Source: an optimization exercise on an open RTL-to-GDS flow (aim: small area, a short achievable clock period and few clock cycles). Production flows keep margins and buffers that such runs may drop.
Where RTL was checked, it was by simulation tests only, not by an equivalence proof against the original.

== north ==
Design dcache_line_nway, start of the top module:
module dcache_line_nway #(
  parameter int unsigned DATABITS      = 32,
  parameter int unsigned ADDRBITS      = 32,
  parameter int unsigned CACHEADDRBITS = 4,
  parameter int unsigned LSBITS        = 2,
  parameter int unsigned WAYS          = 4,
  parameter int unsigned WAYBITS       = (WAYS > 1) ? $clog2(WAYS) : 1,
  parameter int unsigned CNTMISSBITS   = 8
) (
  input  logic                     clk,
  input  logic                     reset,
  input  logic [ADDRBITS-1:0]      dcache_addr,
  input  logic [DATABITS-1:0]      dcache_in,
  input  logic [DATABITS/8-1:0]    byteenable,
  input  logic                     dcache_rdreq,
  input  logic                     dcache_wrreq,
  output logic [DATABITS-1:0]      dcache_out,
  output logic                     dcache_valid,
  output logic                     dcache_busy,
  input  logic                     invalidate,
  output logic [ADDRBITS-1:0]      mem_addr,
  output logic [DATABITS-1:0]      mem_out,
  output logic                     mem_wrreq,
  input  logic                     mem_wr_ack,
  output logic                     mem_rdreq,
  input  logic [DATABITS-1:0]      mem_in,
  input  logic                     mem_in_valid,
  output logic [CNTMISSBITS-1:0]   cnt_miss
);
For scale: ~5700 cells after synthesis, about 2300 flip-flops, about 92000 sq um of cells after synthesis.
==> flow/config.mk <==
export PLATFORM = sky130hd
export DESIGN_NAME = dcache_line_nway
export DESIGN_NICKNAME = dcache_line_nway
export VERILOG_FILES = /design/flow/design.v
export SDC_FILE = /design/flow/constraint.sdc
export NUM_CORES = 4
export LEC_CHECK = 0
export CAP_MARGIN = 20
export CORE_MARGIN = 2
export CORE_UTILIZATION = 60
export CTS_CLUSTER_DIAMETER = 100
export CTS_CLUSTER_SIZE = 24
export PLACE_DENSITY = 0.7
export SLEW_MARGIN = 20
export TNS_END_PERCENT = 10
==> flow/constraint.sdc <==
create_clock -name core_clock -period 10.0 [get_ports {clk}]
set_input_delay 2.0000 -clock core_clock [delete_from_list [all_inputs] [get_ports {clk}]]
set_output_delay 2.0000 -clock core_clock [all_outputs]
set_load 0.01 [all_outputs]
standard.sh (not shown) runs the stock make flow with config.mk's settings and CLKGATE_MAP_FILE= SYNTH_SCRIPT=/design/flow/synth_recipe.tcl, a recipe that flattens the netlist after the stock synthesis.
==> flow/flow/run.sh <==
#!/bin/bash
bash standard.sh SETUP_SLACK_MARGIN=6.3 MATCH_CELL_FOOTPRINT=0 \
  "BUFFER_PORTS_ARGS=-buffer_cell sky130_fd_sc_hd__buf_2" finish > standard_flow.log 2>&1
Input-level comparison between south and north:
-- flow/design.v --
<<< north, line 38
  logic [CACHEADDRBITS-1:0] nxt_q;       
  logic [CNTMISSBITS-1:0]   cnt_miss_q;
  logic [TAGBITS-1:0]       req_tag_q;
  logic [CACHEADDRBITS-1:0] req_word_q;
  logic [DATABITS-1:0]      wdata_q;
  logic [BANKNUM-1:0]       be_q;
  logic                     is_wr_q;
  logic [TAGBITS-1:0]       mtag_q;
  logic [DATABITS-1:0]      mout_q;
  logic [DATABITS-1:0]      out_q;
  logic [TAGBITS-1:0]       tag_q  [WAYS];
  logic [DATABITS-1:0]      data_q [WAYS][WORDS];
>>> south, line 38
  logic [CACHEADDRBITS-1:0] nxt_q;       
  logic [CNTMISSBITS-1:0]   cnt_miss_q;
  logic [CACHEADDRBITS-1:0] req_word_q;
  logic [BANKNUM-1:0]       be_q;
  logic                     is_wr_q;
  logic [TAGBITS-1:0]       mtag_q;
  logic [DATABITS-1:0]      mout_q;
  logic [DATABITS-1:0]      out_q;       
  logic [TAGBITS-1:0]       tag_q  [WAYS];
  logic [DATABITS-1:0]      data_q [WAYS][WORDS];
<<< north, line 96
    for (int k = 0; k < WORDS; k++)
      rd_sel[k] = ((idle ? in_word : nxt_word) == k);
    for (int w = 0; w < WAYS; w++) rd_way[w] = (idle && hit_w[w]) || (wb_q && vic[w]);
  end
  always_comb begin
>>> south, line 94
    for (int k = 0; k < WORDS; k++)
      rd_sel[k] = ((idle ? in_word : nxt_word) == k);
    for (int w = 0; w < WAYS; w++)
      rd_way[w] = (idle && dcache_rdreq && hit_w[w]) || (wb_q && vic[w]);
  end
  always_comb begin
<<< north, line 110
    for (int b = 0; b < BANKNUM; b++)
      wbus[8*b +: 8] = idle ? dcache_in[8*b +: 8] :
                       (merge_word && be_q[b]) ? wdata_q[8*b +: 8] : mem_in[8*b +: 8];
  end
  always_comb begin
>>> south, line 109
    for (int b = 0; b < BANKNUM; b++)
      wbus[8*b +: 8] = idle ? dcache_in[8*b +: 8] :
                       (merge_word && be_q[b]) ? out_q[8*b +: 8] : mem_in[8*b +: 8];
  end
  always_comb begin
<<< north, line 127
        end
      end
      if (fill_beat && last && vic[w]) tag_q[w] <= req_tag_q;
    end
  end
  always_ff @(posedge clk) begin
    if (idle) begin
      req_tag_q  <= in_tag;
      req_word_q <= in_word;
      wdata_q    <= dcache_in;
      be_q       <= byteenable;
      is_wr_q    <= dcache_wrreq;
      mtag_q     <= vdirty ? vic_tag : in_tag;
    end else if (wb_beat && last) begin
      mtag_q     <= req_tag_q;
    end
    if (idle || wb_beat)
      mout_q <= rd_data | ({DATABITS{idle}} & w0_data);
    if (idle ? dcache_rdreq : (fill_beat && !is_wr_q && (cnt_q == req_word_q)))
      out_q <= rd_data | ({DATABITS{fill_q}} & mem_in);
  end
  always_ff @(posedge clk or posedge reset) begin
>>> south, line 126
        end
      end
      if (idle && req && !hit && vic[w]) tag_q[w] <= in_tag;
    end
  end
  always_ff @(posedge clk) begin
    if (idle) begin
      req_word_q <= in_word;
      be_q       <= byteenable;
      is_wr_q    <= dcache_wrreq;
      mtag_q     <= vdirty ? vic_tag : in_tag;
    end else if (wb_beat && last) begin
      mtag_q     <= vic_tag;    
    end
    if (idle || wb_beat)
      mout_q <= rd_data | ({DATABITS{idle}} & w0_data);
    if (idle ? req : (fill_beat && !is_wr_q && (cnt_q == req_word_q)))
      out_q <= rd_data | ({DATABITS{fill_q}} & mem_in) | ({DATABITS{idle && dcache_wrreq}} & dcache_in);
  end
  always_ff @(posedge clk or posedge reset) begin
[summary]
Row portion of netlist area occupied by mux cells: south lower / north higher. Diff north -> south: achievable clock frequency now larger, setup slack of the critical path after layout moved up. Of north and south, north shows the higher area share of and/or/nand/nor cells after synthesis, with south below it. In the reports for north and south, the larger final critical delay including setup and external delays belongs to north.
Testbench counts of south, summed over its fixed seeds: cycles 90,735.
Function not checked in north: the RTL went through the layout flow alone.

-- afterwards: timing with drivers on the ports --
How much do the figures lean on ideal ports? The routed layouts below were timed once more, with nothing changed but the port constraints.
Step 1: set_driving_cell puts a clkbuf_16 on clk and a buf_2 on each other input, an assumption about the parent block.
Step 2 adds t to the input delays and takes it off the output delays; t is the mean of the earliest and latest rising clock arrival at the registers after step 1. Input paths then give back, and output paths get back, about the clock's delay inside the block.
a / b / c = ideal / step 1 / step 2; a / b = the first two.
run | t (ns) | slack for setup (ns) | hold WS [ns] | latest minus earliest clock arrival (ns) | slew at the worst register clock pin (ns)
north | 0.875 | 5.524 / 5.424 / 4.549 | 0.498 / 0.498 / 0.498 | 0.032 / 0.031 | 0.11 / 0.11
south | 0.889 | 5.721 / 5.574 / 4.686 | 0.499 / 0.499 / 0.499 | 0.047 / 0.047 | 0.11 / 0.11
After both steps every run listed still meets setup and hold. The setup slack of south, which loses most, moves by -0.147 ns with the drivers and by -1.035 ns with both steps.
